Context: an optimization exercise on an open-source flow, tuned for small area, a short achievable clock period and few clock cycles per item. The choices shown serve that exercise and are no tape-out recipe. At most, simulation tests tie the RTL to the original design; equivalence was not proved.

==> inputs of job 982 <==
// circular_alpha_mask_premultiply_unit
module circular_alpha_mask_premultiply_unit (
  input  logic        clk,
  input  logic        rst_n,
  input  logic        cfg_we,
  input  logic [11:0] cfg_wdata,
  input  logic        in_valid,
  output logic        in_stall,
  input  logic [11:0] in_pos_x,
  input  logic [11:0] in_pos_y,
  input  logic [7:0]  in_blue_in,
  input  logic [7:0]  in_green_in,
  input  logic [7:0]  in_red_in,
  input  logic [7:0]  in_alpha_in,
  output logic        out_valid,
  input  logic        out_stall,
  output logic [7:0]  out_blue_out,
  output logic [7:0]  out_green_out,
  output logic [7:0]  out_red_out,
  output logic [7:0]  out_alpha_out,
  output logic [1:0]  out_region
);
export LEC_CHECK = 0
export CAP_MARGIN = 20
export CORE_MARGIN = 2
export CORE_UTILIZATION = 60
export SETUP_SLACK_MARGIN = 3.5
export SLEW_MARGIN = 20
create_clock -name core_clock -period 7.5 [get_ports {clk}]
run.sh (not shown) runs the stock make flow with config.mk's settings and CLKGATE_MAP_FILE= SYNTH_SCRIPT=/design/flow/synth_recipe.tcl, a recipe that flattens the netlist after the stock synthesis.
==> job 548 (differences from job 982) <==
--- a/flow/design.v
+++ b/flow/design.v
@@ -14,17 +14,17 @@
   output logic        out_valid,
   input  logic        out_stall,
   output logic [7:0]  out_blue_out,
   output logic [7:0]  out_green_out,
   output logic [7:0]  out_red_out,
   output logic [7:0]  out_alpha_out,
   output logic [1:0]  out_region
 );
-  localparam int NV = 12;
+  localparam int NV = 13;
   logic          busy;
   logic          en;
   logic [NV:1]   v;
   logic          inj1, inj2;
   assign en        = !(v[NV] && out_stall);
   assign in_stall  = !en || busy;
   assign out_valid = v[NV];
   logic [11:0] size_r;
@@ -1280,35 +1280,30 @@
       an_ra8 <= an_ra;
       an_rb8 <= an_rb;
       reg8   <= reg7;
       pix8   <= pix7;
     end
   end
   logic [18:0] x_c;
   logic [9:0]  m9;
-  assign x_c = an_ra8 + an_rb8;
-  assign m9  = x_c[18:9];
   logic [1:0]  reg9;
   logic [31:0] pix9;
-  assign reg9 = reg8;
-  assign pix9 = pix8;
+  assign x_c = an_ra8 + an_rb8;
+  always_ff @(posedge clk) begin
+    if (en) begin
+      m9   <= x_c[18:9];
+      reg9 <= reg8;
+      pix9 <= pix8;
+    end
+  end
   function automatic logic [1:0] mod3add(input logic [1:0] a, input logic [1:0] b);
-    case ({a, b})
-      4'b0000: mod3add = 2'd0;
-      4'b0001: mod3add = 2'd1;
-      4'b0010: mod3add = 2'd2;
-      4'b0100: mod3add = 2'd1;
-      4'b0101: mod3add = 2'd2;
-      4'b0110: mod3add = 2'd0;
-      4'b1000: mod3add = 2'd2;
-      4'b1001: mod3add = 2'd0;
-      4'b1010: mod3add = 2'd1;
-      default: mod3add = 2'd0;
-    endcase
+    logic [2:0] t;
+    t = {1'b0, a} + {1'b0, b};
+    mod3add = (t >= 3'd3) ? 2'(t - 3'd3) : t[1:0];
   endfunction
   function automatic logic [7:0] div3(input logic [9:0] m);
     logic [1:0] p  [0:9];
     logic [1:0] np [0:9];
     logic [1:0] hi;
     for (int i = 0; i < 10; i++) p[i] = {1'b0, m[i]};
     for (int d = 1; d < 10; d = d * 2) begin
       for (int i = 0; i < 10; i++) begin
Settings changed: CORE_UTILIZATION 60 to 40, SETUP_SLACK_MARGIN 3.5 to 3.0.
==> job 1893 (differences from job 982) <==
Settings changed: CORE_UTILIZATION 60 to 40.
==> job 6950 (differences from job 982) <==
--- a/flow/design.v
+++ b/flow/design.v
@@ -911,79 +911,99 @@
   end
   logic [14:0] R4;  logic [13:0] Q4;
   logic [16:0] R5;  logic [15:0] Q5;
   logic [18:0] R6;  logic [17:0] Q6;
   logic [7:0]  f7;
   logic [2:0]  km4, km5, km6, km7;
   logic [1:0]  reg4, reg5, reg6, reg7;
   logic [31:0] pix4, pix5, pix6, pix7;
-  logic [17:0] s1c1, s1c2, s1c3;
+  logic [14:0] s1w1, s1w2, s1w3, s1a, s1b, s1c, s1cs, s1cc;
   logic [1:0]  s1d;
   logic [14:0] s1r;
   always_comb begin
-    s1c1 = {1'b0, rb, 4'b0} - {3'b0, ub, 3'b001};
-    s1c2 = {1'b0, rb, 4'b0} - {2'b0, ub, 4'b0100};
-    s1c3 = {1'b0, rb, 4'b0} - {2'b0, ub, 4'b0} - {3'b0, ub, 3'b0} - 18'd9;
-    if (!s1c3[17])      begin s1d = 2'd3; s1r = s1c3[14:0]; end
-    else if (!s1c2[17]) begin s1d = 2'd2; s1r = s1c2[14:0]; end
-    else if (!s1c1[17]) begin s1d = 2'd1; s1r = s1c1[14:0]; end
+    s1a  = {1'b0, rb, 1'b0};
+    s1b  = ~{2'b0, ub, 1'b0};
+    s1c  = ~{3'b0, ub};
+    s1w1 = s1a + s1c;
+    s1w2 = {2'b0, rb} + s1c;
+    s1cs = s1a ^ s1b ^ s1c;
+    s1cc = {((s1a[13:0] & s1b[13:0]) | (s1c[13:0] & (s1a[13:0] ^ s1b[13:0]))), 1'b0};
+    s1w3 = s1cs + s1cc;
+    if (!s1w3[14])      begin s1d = 2'd3; s1r = {s1w3[11:0], 3'b111}; end
+    else if (!s1w2[14]) begin s1d = 2'd2; s1r = {s1w2[10:0], 4'b1100}; end
+    else if (!s1w1[14]) begin s1d = 2'd1; s1r = {s1w1[11:0], 3'b111}; end
     else                begin s1d = 2'd0; s1r = {rb[10:0], 4'b0}; end
   end
   always_ff @(posedge clk) begin
     if (en) begin
       R4 <= s1r; Q4 <= {ub, s1d};
       km4 <= kmb; reg4 <= regb; pix4 <= pixb;
     end
   end
-  logic [19:0] s2c1, s2c2, s2c3;
+  logic [16:0] s2w1, s2w2, s2w3, s2a, s2b, s2c, s2cs, s2cc;
   logic [1:0]  s2d;
   logic [16:0] s2r;
   always_comb begin
-    s2c1 = {1'b0, R4, 4'b0} - {3'b0, Q4, 3'b001};
-    s2c2 = {1'b0, R4, 4'b0} - {2'b0, Q4, 4'b0100};
-    s2c3 = {1'b0, R4, 4'b0} - {2'b0, Q4, 4'b0} - {3'b0, Q4, 3'b0} - 20'd9;
-    if (!s2c3[19])      begin s2d = 2'd3; s2r = s2c3[16:0]; end
-    else if (!s2c2[19]) begin s2d = 2'd2; s2r = s2c2[16:0]; end
-    else if (!s2c1[19]) begin s2d = 2'd1; s2r = s2c1[16:0]; end
+    s2a  = {1'b0, R4, 1'b0};
+    s2b  = ~{2'b0, Q4, 1'b0};
+    s2c  = ~{3'b0, Q4};
+    s2w1 = s2a + s2c;
+    s2w2 = {2'b0, R4} + s2c;
+    s2cs = s2a ^ s2b ^ s2c;
+    s2cc = {((s2a[15:0] & s2b[15:0]) | (s2c[15:0] & (s2a[15:0] ^ s2b[15:0]))), 1'b0};
+    s2w3 = s2cs + s2cc;
+    if (!s2w3[16])      begin s2d = 2'd3; s2r = {s2w3[13:0], 3'b111}; end
+    else if (!s2w2[16]) begin s2d = 2'd2; s2r = {s2w2[12:0], 4'b1100}; end
+    else if (!s2w1[16]) begin s2d = 2'd1; s2r = {s2w1[13:0], 3'b111}; end
     else                begin s2d = 2'd0; s2r = {R4[12:0], 4'b0}; end
   end
   always_ff @(posedge clk) begin
     if (en) begin
       R5 <= s2r; Q5 <= {Q4, s2d};
       km5 <= km4; reg5 <= reg4; pix5 <= pix4;
     end
   end
-  logic [21:0] s3c1, s3c2, s3c3;
+  logic [18:0] s3w1, s3w2, s3w3, s3a, s3b, s3c, s3cs, s3cc;
   logic [1:0]  s3d;
   logic [18:0] s3r;
   always_comb begin
-    s3c1 = {1'b0, R5, 4'b0} - {3'b0, Q5, 3'b001};
-    s3c2 = {1'b0, R5, 4'b0} - {2'b0, Q5, 4'b0100};
-    s3c3 = {1'b0, R5, 4'b0} - {2'b0, Q5, 4'b0} - {3'b0, Q5, 3'b0} - 22'd9;
-    if (!s3c3[21])      begin s3d = 2'd3; s3r = s3c3[18:0]; end
-    else if (!s3c2[21]) begin s3d = 2'd2; s3r = s3c2[18:0]; end
-    else if (!s3c1[21]) begin s3d = 2'd1; s3r = s3c1[18:0]; end
+    s3a  = {1'b0, R5, 1'b0};
+    s3b  = ~{2'b0, Q5, 1'b0};
+    s3c  = ~{3'b0, Q5};
+    s3w1 = s3a + s3c;
+    s3w2 = {2'b0, R5} + s3c;
+    s3cs = s3a ^ s3b ^ s3c;
+    s3cc = {((s3a[17:0] & s3b[17:0]) | (s3c[17:0] & (s3a[17:0] ^ s3b[17:0]))), 1'b0};
+    s3w3 = s3cs + s3cc;
+    if (!s3w3[18])      begin s3d = 2'd3; s3r = {s3w3[15:0], 3'b111}; end
+    else if (!s3w2[18]) begin s3d = 2'd2; s3r = {s3w2[14:0], 4'b1100}; end
+    else if (!s3w1[18]) begin s3d = 2'd1; s3r = {s3w1[15:0], 3'b111}; end
     else                begin s3d = 2'd0; s3r = {R5[14:0], 4'b0}; end
   end
   always_ff @(posedge clk) begin
     if (en) begin
       R6 <= s3r; Q6 <= {Q5, s3d};
       km6 <= km5; reg6 <= reg5; pix6 <= pix5;
     end
   end
-  logic [23:0] s4c1, s4c2, s4c3;
+  logic [20:0] s4w1, s4w2, s4w3, s4a, s4b, s4c, s4cs, s4cc;
   logic [1:0]  s4d;
   always_comb begin
-    s4c1 = {1'b0, R6, 4'b0} - {3'b0, Q6, 3'b001};
-    s4c2 = {1'b0, R6, 4'b0} - {2'b0, Q6, 4'b0100};
-    s4c3 = {1'b0, R6, 4'b0} - {2'b0, Q6, 4'b0} - {3'b0, Q6, 3'b0} - 24'd9;
-    if (!s4c3[23])      s4d = 2'd3;
-    else if (!s4c2[23]) s4d = 2'd2;
-    else if (!s4c1[23]) s4d = 2'd1;
+    s4a  = {1'b0, R6, 1'b0};
+    s4b  = ~{2'b0, Q6, 1'b0};
+    s4c  = ~{3'b0, Q6};
+    s4w1 = s4a + s4c;
+    s4w2 = {2'b0, R6} + s4c;
+    s4cs = s4a ^ s4b ^ s4c;
+    s4cc = {((s4a[19:0] & s4b[19:0]) | (s4c[19:0] & (s4a[19:0] ^ s4b[19:0]))), 1'b0};
+    s4w3 = s4cs + s4cc;
+    if (!s4w3[20])      s4d = 2'd3;
+    else if (!s4w2[20]) s4d = 2'd2;
+    else if (!s4w1[20]) s4d = 2'd1;
     else                s4d = 2'd0;
   end
   always_ff @(posedge clk) begin
     if (en) begin
       f7 <= {Q6[5:0], s4d};
       km7 <= km6; reg7 <= reg6; pix7 <= pix6;
     end
   end
@@ -1851,39 +1871,47 @@
   assign pmr_w81 = pmr_w59 ^ pmr_w40 ^ pmr_w58;
   assign pmr_w82 = (pmr_w59 & pmr_w40) | (pmr_w58 & (pmr_w59 ^ pmr_w40));
   logic pmr_w83;
   logic pmr_w84;
   assign pmr_w83 = (cr10[6] & al10[7]) ^ (cr10[7] & al10[6]) ^ pmr_w60;
   assign pmr_w84 = ((cr10[6] & al10[7]) & (cr10[7] & al10[6])) | (pmr_w60 & ((cr10[6] & al10[7]) ^ (cr10[7] & al10[6])));
   assign pmr_ra = {1'b0, (cr10[7] & al10[7]), pmr_w83, pmr_w81, pmr_w79, pmr_w77, pmr_w75, pmr_w73, pmr_w71, pmr_w69, pmr_w67, pmr_w65, pmr_w63, pmr_w61, (cr10[0] & al10[1]), (cr10[0] & al10[0])};
   assign pmr_rb = {1'b0, pmr_w84, pmr_w82, pmr_w80, pmr_w78, pmr_w76, pmr_w74, pmr_w72, pmr_w70, pmr_w68, pmr_w66, pmr_w64, pmr_w62, (cr10[2] & al10[0]), (cr10[1] & al10[0]), 1'b0};
-  logic [15:0] pb11, pg11, pr11;
+  logic [8:0]  pbl_c, pgl_c, prl_c;
+  logic [7:0]  pbl11, pgl11, prl11, pbha11, pbhb11, pgha11, pghb11, prha11, prhb11;
+  logic        pbc11, pgc11, prc11;
   logic [7:0]  al11;
   logic [1:0]  reg11;
+  assign pbl_c = {1'b0, pmb_ra[7:0]} + {1'b0, pmb_rb[7:0]};
+  assign pgl_c = {1'b0, pmg_ra[7:0]} + {1'b0, pmg_rb[7:0]};
+  assign prl_c = {1'b0, pmr_ra[7:0]} + {1'b0, pmr_rb[7:0]};
   always_ff @(posedge clk) begin
     if (en) begin
-      pb11  <= pmb_ra + pmb_rb;
-      pg11  <= pmg_ra + pmg_rb;
-      pr11  <= pmr_ra + pmr_rb;
+      pbl11 <= pbl_c[7:0]; pbc11 <= pbl_c[8]; pbha11 <= pmb_ra[15:8]; pbhb11 <= pmb_rb[15:8];
+      pgl11 <= pgl_c[7:0]; pgc11 <= pgl_c[8]; pgha11 <= pmg_ra[15:8]; pghb11 <= pmg_rb[15:8];
+      prl11 <= prl_c[7:0]; prc11 <= prl_c[8]; prha11 <= pmr_ra[15:8]; prhb11 <= pmr_rb[15:8];
       al11  <= al10;
       reg11 <= reg10;
     end
   end
-  function automatic logic [7:0] div255(input logic [15:0] p);
-    logic [8:0] lo;
-    lo = {1'b0, p[7:0]} + {1'b0, p[15:8]} + 9'd1;
-    div255 = p[15:8] + {7'd0, lo[8]};
+  function automatic logic [7:0] div255(input logic [7:0] lo, input logic [7:0] ha,
+                                        input logic [7:0] hb, input logic ci);
+    logic [7:0] hi;
+    logic [8:0] t;
+    hi = ha + hb + {7'd0, ci};
+    t  = {1'b0, lo} + {1'b0, hi} + 9'd1;
+    div255 = hi + {7'd0, t[8]};
   endfunction
   always_ff @(posedge clk) begin
     if (!rst_n) busy <= 1'b0;
     else        busy <= cfg_we;
   end
   always_ff @(posedge clk) begin
     if (en) begin
-      out_blue_out  <= div255(pb11);
-      out_green_out <= div255(pg11);
-      out_red_out   <= div255(pr11);
+      out_blue_out  <= div255(pbl11, pbha11, pbhb11, pbc11);
+      out_green_out <= div255(pgl11, pgha11, pghb11, pgc11);
+      out_red_out   <= div255(prl11, prha11, prhb11, prc11);
       out_alpha_out <= al11;
       out_region    <= reg11;
     end
   end
 endmodule
Settings changed: CORE_UTILIZATION 60 to 40.
==> summary.txt <==
- Maximum frequency, lowest first: job 1893, job 982, job 548, job 6950.
- Job 6950 finished with timing, DRC and antenna clean. Job 982 finished clean. Job 1893 passed the timing, DRC and antenna checks. Job 548 went through all stages and came out clean.
- In job 548 the synthesized cell count is higher than in job 982, by 1.7%.
- Between job 6950 and job 982, the lower final cell count is in job 982 (gap 7.0%, measured against job 982).
- Against job 548, the area after synthesis of job 6950 is smaller by about 4%.
==> figures <==
Buf+Inv Stages, Crit Path: job 6950 4; job 982 4; job 1893 6; job 548 0
Cell count after synthesis: job 6950 5167; job 982 5300; job 1893 5300; job 548 5389
Wire length on met3: job 6950 3.95 mm; job 982 5.86 mm; job 1893 5.97 mm; job 548 4.91 mm
Number of diodes: job 6950 1; job 982 0; job 1893 2; job 548 2
Fraction of final layout cells sized beyond drive strength 1: job 6950 0.0944; job 982 0.119; job 1893 0.138; job 548 0.0664
Slowest cell on the critical path: job 6950 sky130_fd_sc_hd__fa_2; job 982 sky130_fd_sc_hd__fa_1; job 1893 sky130_fd_sc_hd__fa_1; job 548 sky130_fd_sc_hd__edfxtp_1
Flop and latch count out of synthesis: job 6950 814; job 982 793; job 1893 793; job 548 838
Instance area at placement: job 6950 60800 sq um; job 982 60300 sq um; job 1893 61100 sq um; job 548 63000 sq um
Result of the run: job 6950 finished clean; job 982 finished clean; job 1893 finished clean; job 548 finished clean
Reg2Reg Launch Point: job 6950 zx1[2]; job 982 al10[3]; job 1893 al10[3]; job 548 m9[4]
Seq/Total Area, Yosys: job 6950 0.409; job 982 0.397; job 1893 0.397; job 548 0.405
Testbench counts of job 6950, summed over its fixed seeds: cycles 12,392, items 12,288.
For job 982, job 548 and job 1893, only the layout was checked, not whether the RTL still works.

---

==> job 2391 <==
Another version of the RTL of circular_alpha_mask_premultiply_unit (not shown whole).
==> flow/design.v (excerpt) <==
module circular_alpha_mask_premultiply_unit (
  input  logic        clk,
  input  logic        rst_n,
  input  logic        cfg_we,
  input  logic [11:0] cfg_wdata,
  input  logic        in_valid,
  output logic        in_stall,
  input  logic [11:0] in_pos_x,
  input  logic [11:0] in_pos_y,
  input  logic [7:0]  in_blue_in,
  input  logic [7:0]  in_green_in,
  input  logic [7:0]  in_red_in,
  input  logic [7:0]  in_alpha_in,
  output logic        out_valid,
  input  logic        out_stall,
  output logic [7:0]  out_blue_out,
  output logic [7:0]  out_green_out,
  output logic [7:0]  out_red_out,
  output logic [7:0]  out_alpha_out,
  output logic [1:0]  out_region
);
export LEC_CHECK = 0
export CAP_MARGIN = 20
export CORE_MARGIN = 2
export CORE_UTILIZATION = 60
export SETUP_SLACK_MARGIN = 3.8
export SLEW_MARGIN = 20
create_clock -name core_clock -period 7.5 [get_ports {clk}]
==> job 7297: changes against job 2391 <==
--- a/flow/design.v
+++ b/flow/design.v
@@ -41,44 +41,41 @@
     else if (inj2 && en)    p2_r <= g_c;
   end
   assign p2n = ~p2_r;
   logic [25:0] t6_r;
   logic [16:0] c4_r, c2_r;
   logic [8:0]  shi_m1;
-  logic [11:0] sm1, sm2, sm3, sm4, sm5, sm6;
+  logic [11:0] sm2, sm4, sm6;
   always_ff @(posedge clk) begin
     t6_r <= 26'({size_r, 3'b0} + {size_r, 2'b0}) - 26'd36;
     c4_r <= 17'({size_r, 3'b0}) - 17'd32;
     c2_r <= 17'({size_r, 2'b0}) - 17'd20;
   end
   assign shi_m1 = size_r[11:3] - 9'd1;
   function automatic logic [11:0] sminus(input logic [11:0] sz, input logic [8:0] hm1,
                                          input logic [2:0] c);
     logic [3:0] lo;
     lo = {1'b0, sz[2:0]} - {1'b0, c};
     sminus = {lo[3] ? hm1 : sz[11:3], lo[2:0]};
   endfunction
-  assign sm1 = sminus(size_r, shi_m1, 3'd1);
   assign sm2 = sminus(size_r, shi_m1, 3'd2);
-  assign sm3 = sminus(size_r, shi_m1, 3'd3);
   assign sm4 = sminus(size_r, shi_m1, 3'd4);
-  assign sm5 = sminus(size_r, shi_m1, 3'd5);
   assign sm6 = sminus(size_r, shi_m1, 3'd6);
   always_ff @(posedge clk) begin
     if (!rst_n)  v <= '0;
     else if (en) v <= {v[NV-1:1], in_valid && !busy};
   end
   always_ff @(posedge clk) begin
     if (!rst_n) begin
       cw0  <= 1'b0;
       inj1 <= 1'b0;
       inj2 <= 1'b0;
     end else if (en) begin
       cw0  <= cfg_we;
-      inj1 <= cw0;
-      inj2 <= inj1;
+      inj1 <= cw0 && !cfg_we;
+      inj2 <= inj1 && !cfg_we;
     end
   end
   logic [11:0] x0, y0;
   logic        cw0;
   logic [31:0] pix0;
   always_ff @(posedge clk) begin
@@ -718,12 +715,13 @@
   end
   logic [25:0] o_s, o_c, om_c;
   logic [16:0] a4_s, a4_c, a4_d, a2_s, a2_c, a2_d;
   logic [1:0]  reg_c;
   logic [1:0]  ta_c;
   logic [15:0] r1_c;
+  logic [11:0] ua_c;
   always_comb begin
     o_s  = ra2 ^ rb2 ^ ~t6_r;
     o_c  = {((ra2[24:0] & rb2[24:0]) | (~t6_r[24:0] & (ra2[24:0] ^ rb2[24:0]))), 1'b1};
     om_c = o_s + o_c;
     a4_s = ra2[16:0] ^ rb2[16:0] ^ ~c4_r;
     a4_c = {((ra2[15:0] & rb2[15:0]) | (~c4_r[15:0] & (ra2[15:0] ^ rb2[15:0]))), 1'b1};
@@ -731,48 +729,44 @@
     a2_s = ra2[16:0] ^ rb2[16:0] ^ ~c2_r;
     a2_c = {((ra2[15:0] & rb2[15:0]) | (~c2_r[15:0] & (ra2[15:0] ^ rb2[15:0]))), 1'b1};
     a2_d = a2_s + a2_c;
     if (far2 || !om_c[25])  reg_c = 2'd0;
     else if (!g_c[25])      reg_c = 2'd1;
     else                    reg_c = 2'd2;
-    if (!a4_d[16])      begin ta_c = 2'd2; r1_c = a4_d[15:0]; end
-    else if (!a2_d[16]) begin ta_c = 2'd1; r1_c = a2_d[15:0]; end
-    else                begin ta_c = 2'd0; r1_c = g_c[15:0]; end
+    if (!a4_d[16])      begin ta_c = 2'd2; r1_c = a4_d[15:0]; ua_c = sm2; end
+    else if (!a2_d[16]) begin ta_c = 2'd1; r1_c = a2_d[15:0]; ua_c = sm4; end
+    else                begin ta_c = 2'd0; r1_c = g_c[15:0];  ua_c = sm6; end
   end
   assign g_c = ra2 + rb2;
   logic [1:0]  reg3, ta3;
   logic [15:0] r3;
+  logic [11:0] ua3;
   logic [31:0] pix3;
   always_ff @(posedge clk) begin
     if (en) begin
       reg3 <= reg_c;
       ta3  <= ta_c;
       r3   <= r1_c;
+      ua3  <= ua_c;
       pix3 <= pix2;
     end
   end
-  logic [11:0] ua_c, ub_c;
   logic [16:0] b_d;
   logic [1:0]  reg4b;
   logic [2:0]  km_c;
   logic [12:0] r2_c;
   logic [11:0] u_c;
   always_comb begin
-    case (ta3)
-      2'd2:    begin ua_c = sm2; ub_c = sm1; end
-      2'd1:    begin ua_c = sm4; ub_c = sm3; end
-      default: begin ua_c = sm6; ub_c = sm5; end
-    endcase
-    b_d = {1'b0, r3} - {4'b0, ua_c, 1'b1};
+    b_d = {1'b0, r3} - {4'b0, ua3, 1'b1};
     if (!b_d[16]) begin
       r2_c = b_d[12:0];
-      u_c  = ub_c;
+      u_c  = ua3 + 12'd1;
       km_c = 3'd4 - {ta3, 1'b0};
     end else begin
       r2_c = r3[12:0];
-      u_c  = ua_c;
+      u_c  = ua3;
       km_c = 3'd5 - {ta3, 1'b0};
     end
   end
   logic [1:0]  regb;
   logic [2:0]  kmb;
   logic [12:0] rb;
--- a/flow/config.mk
+++ b/flow/config.mk
@@ -5,8 +5,10 @@
 export SDC_FILE = /design/flow/constraint.sdc
 export NUM_CORES = 4
 export LEC_CHECK = 0
 export CAP_MARGIN = 20
 export CORE_MARGIN = 2
 export CORE_UTILIZATION = 60
-export SETUP_SLACK_MARGIN = 3.8
+export CTS_CLUSTER_DIAMETER = 100
+export CTS_CLUSTER_SIZE = 24
+export SETUP_SLACK_MARGIN = 3.7
 export SLEW_MARGIN = 20
==> job 3389: changes against job 2391 <==
--- a/flow/design.v
+++ b/flow/design.v
@@ -41,30 +41,27 @@
     else if (inj2 && en)    p2_r <= g_c;
   end
   assign p2n = ~p2_r;
   logic [25:0] t6_r;
   logic [16:0] c4_r, c2_r;
   logic [8:0]  shi_m1;
-  logic [11:0] sm1, sm2, sm3, sm4, sm5, sm6;
+  logic [11:0] sm2, sm4, sm6;
   always_ff @(posedge clk) begin
     t6_r <= 26'({size_r, 3'b0} + {size_r, 2'b0}) - 26'd36;
     c4_r <= 17'({size_r, 3'b0}) - 17'd32;
     c2_r <= 17'({size_r, 2'b0}) - 17'd20;
   end
   assign shi_m1 = size_r[11:3] - 9'd1;
   function automatic logic [11:0] sminus(input logic [11:0] sz, input logic [8:0] hm1,
                                          input logic [2:0] c);
     logic [3:0] lo;
     lo = {1'b0, sz[2:0]} - {1'b0, c};
     sminus = {lo[3] ? hm1 : sz[11:3], lo[2:0]};
   endfunction
-  assign sm1 = sminus(size_r, shi_m1, 3'd1);
   assign sm2 = sminus(size_r, shi_m1, 3'd2);
-  assign sm3 = sminus(size_r, shi_m1, 3'd3);
   assign sm4 = sminus(size_r, shi_m1, 3'd4);
-  assign sm5 = sminus(size_r, shi_m1, 3'd5);
   assign sm6 = sminus(size_r, shi_m1, 3'd6);
   always_ff @(posedge clk) begin
     if (!rst_n)  v <= '0;
     else if (en) v <= {v[NV-1:1], in_valid && !busy};
   end
   always_ff @(posedge clk) begin
@@ -718,12 +715,13 @@
   end
   logic [25:0] o_s, o_c, om_c;
   logic [16:0] a4_s, a4_c, a4_d, a2_s, a2_c, a2_d;
   logic [1:0]  reg_c;
   logic [1:0]  ta_c;
   logic [15:0] r1_c;
+  logic [11:0] ua_c;
   always_comb begin
     o_s  = ra2 ^ rb2 ^ ~t6_r;
     o_c  = {((ra2[24:0] & rb2[24:0]) | (~t6_r[24:0] & (ra2[24:0] ^ rb2[24:0]))), 1'b1};
     om_c = o_s + o_c;
     a4_s = ra2[16:0] ^ rb2[16:0] ^ ~c4_r;
     a4_c = {((ra2[15:0] & rb2[15:0]) | (~c4_r[15:0] & (ra2[15:0] ^ rb2[15:0]))), 1'b1};
@@ -731,48 +729,44 @@
     a2_s = ra2[16:0] ^ rb2[16:0] ^ ~c2_r;
     a2_c = {((ra2[15:0] & rb2[15:0]) | (~c2_r[15:0] & (ra2[15:0] ^ rb2[15:0]))), 1'b1};
     a2_d = a2_s + a2_c;
     if (far2 || !om_c[25])  reg_c = 2'd0;
     else if (!g_c[25])      reg_c = 2'd1;
     else                    reg_c = 2'd2;
-    if (!a4_d[16])      begin ta_c = 2'd2; r1_c = a4_d[15:0]; end
-    else if (!a2_d[16]) begin ta_c = 2'd1; r1_c = a2_d[15:0]; end
-    else                begin ta_c = 2'd0; r1_c = g_c[15:0]; end
+    if (!a4_d[16])      begin ta_c = 2'd2; r1_c = a4_d[15:0]; ua_c = sm2; end
+    else if (!a2_d[16]) begin ta_c = 2'd1; r1_c = a2_d[15:0]; ua_c = sm4; end
+    else                begin ta_c = 2'd0; r1_c = g_c[15:0];  ua_c = sm6; end
   end
   assign g_c = ra2 + rb2;
   logic [1:0]  reg3, ta3;
   logic [15:0] r3;
+  logic [11:0] ua3;
   logic [31:0] pix3;
   always_ff @(posedge clk) begin
     if (en) begin
       reg3 <= reg_c;
       ta3  <= ta_c;
       r3   <= r1_c;
+      ua3  <= ua_c;
       pix3 <= pix2;
     end
   end
-  logic [11:0] ua_c, ub_c;
   logic [16:0] b_d;
   logic [1:0]  reg4b;
   logic [2:0]  km_c;
   logic [12:0] r2_c;
   logic [11:0] u_c;
   always_comb begin
-    case (ta3)
-      2'd2:    begin ua_c = sm2; ub_c = sm1; end
-      2'd1:    begin ua_c = sm4; ub_c = sm3; end
-      default: begin ua_c = sm6; ub_c = sm5; end
-    endcase
-    b_d = {1'b0, r3} - {4'b0, ua_c, 1'b1};
+    b_d = {1'b0, r3} - {4'b0, ua3, 1'b1};
     if (!b_d[16]) begin
       r2_c = b_d[12:0];
-      u_c  = ub_c;
+      u_c  = ua3 + 12'd1;
       km_c = 3'd4 - {ta3, 1'b0};
     end else begin
       r2_c = r3[12:0];
-      u_c  = ua_c;
+      u_c  = ua3;
       km_c = 3'd5 - {ta3, 1'b0};
     end
   end
   logic [1:0]  regb;
   logic [2:0]  kmb;
   logic [12:0] rb;
--- a/flow/config.mk
+++ b/flow/config.mk
@@ -5,8 +5,8 @@
 export SDC_FILE = /design/flow/constraint.sdc
 export NUM_CORES = 4
 export LEC_CHECK = 0
 export CAP_MARGIN = 20
 export CORE_MARGIN = 2
 export CORE_UTILIZATION = 60
-export SETUP_SLACK_MARGIN = 3.8
+export SETUP_SLACK_MARGIN = 4.0
 export SLEW_MARGIN = 20
==> notes <==
- Non-clock buffer count: job 7297 < job 2391 < job 3389.
- Synthesized area: job 3389 < job 2391 < job 7297.
- Sequential share of layout area: job 7297 > job 2391 > job 3389.
- Between job 2391 and job 3389, the lower synthesized cell count is in job 3389 (gap 3.0%, measured against job 3389).
==> figures <==
item                                                   job 2391        job 7297        job 3389
Number of cells on the worst reg-to-reg path                 15              14              18
Placed cell area                                   0.06128 mm^2    0.06135 mm^2    0.06081 mm^2
Cell count after placement                                 6604            6554            6460
Final design utilization                                 70.28%          67.53%          71.85%
Number of flops mapped to enable cells by yosys             760             772             772
Largest clock skew in the final design               0.04503 ns      0.02254 ns      0.04183 ns
Launch point of the worst hold path                    pixb[10]        pix5[14]        pix6[16]
Status                                           finished clean  finished clean  finished clean
Detailed placement HPWL                                93350 um        91040 um        88900 um
Testbench counts of job 7297, summed over its fixed seeds: cycles 12,400, items 12,288.
Testbench counts of job 3389, summed over its fixed seeds: cycles 12,400, items 12,288.
The RTL of job 2391 was laid out without a check of its function.

[separate check: timing with driven ports]
Ports are ideal in the flow. The routed layouts listed here were re-timed in OpenROAD. Step 1, drivers: a clkbuf_16 drives clk and a buf_2 each remaining input, both assumed. Step 2, shift: input delay + t, output delay - t, t = (earliest + latest rising clock arrival at the registers) / 2. This alone moves slack from input paths to output paths. a / b / c = ideal / step 1 / step 2; a / b = the first two.
run	shift t [ns]	setup WS [ns]	pins driven straight from the clock port
job 982	0.738	2.996 / 2.996 / 2.951	1
job 548	0.760	3.061 / 3.061 / 2.706	1
job 1893	0.766	2.987 / 2.987 / 2.972	1
job 6950	0.760	3.466 / 3.466 / 2.894	1
job 2391	0.740	3.774 / 3.774 / 3.387	1
job 7297	0.718	3.660 / 3.660 / 3.381	1
job 3389	0.762	3.751 / 3.751 / 3.479	1
After both steps every run listed still meets setup and hold. The setup slack of job 6950, which loses most, moves by 0.000 ns with the drivers and by -0.572 ns with both steps.
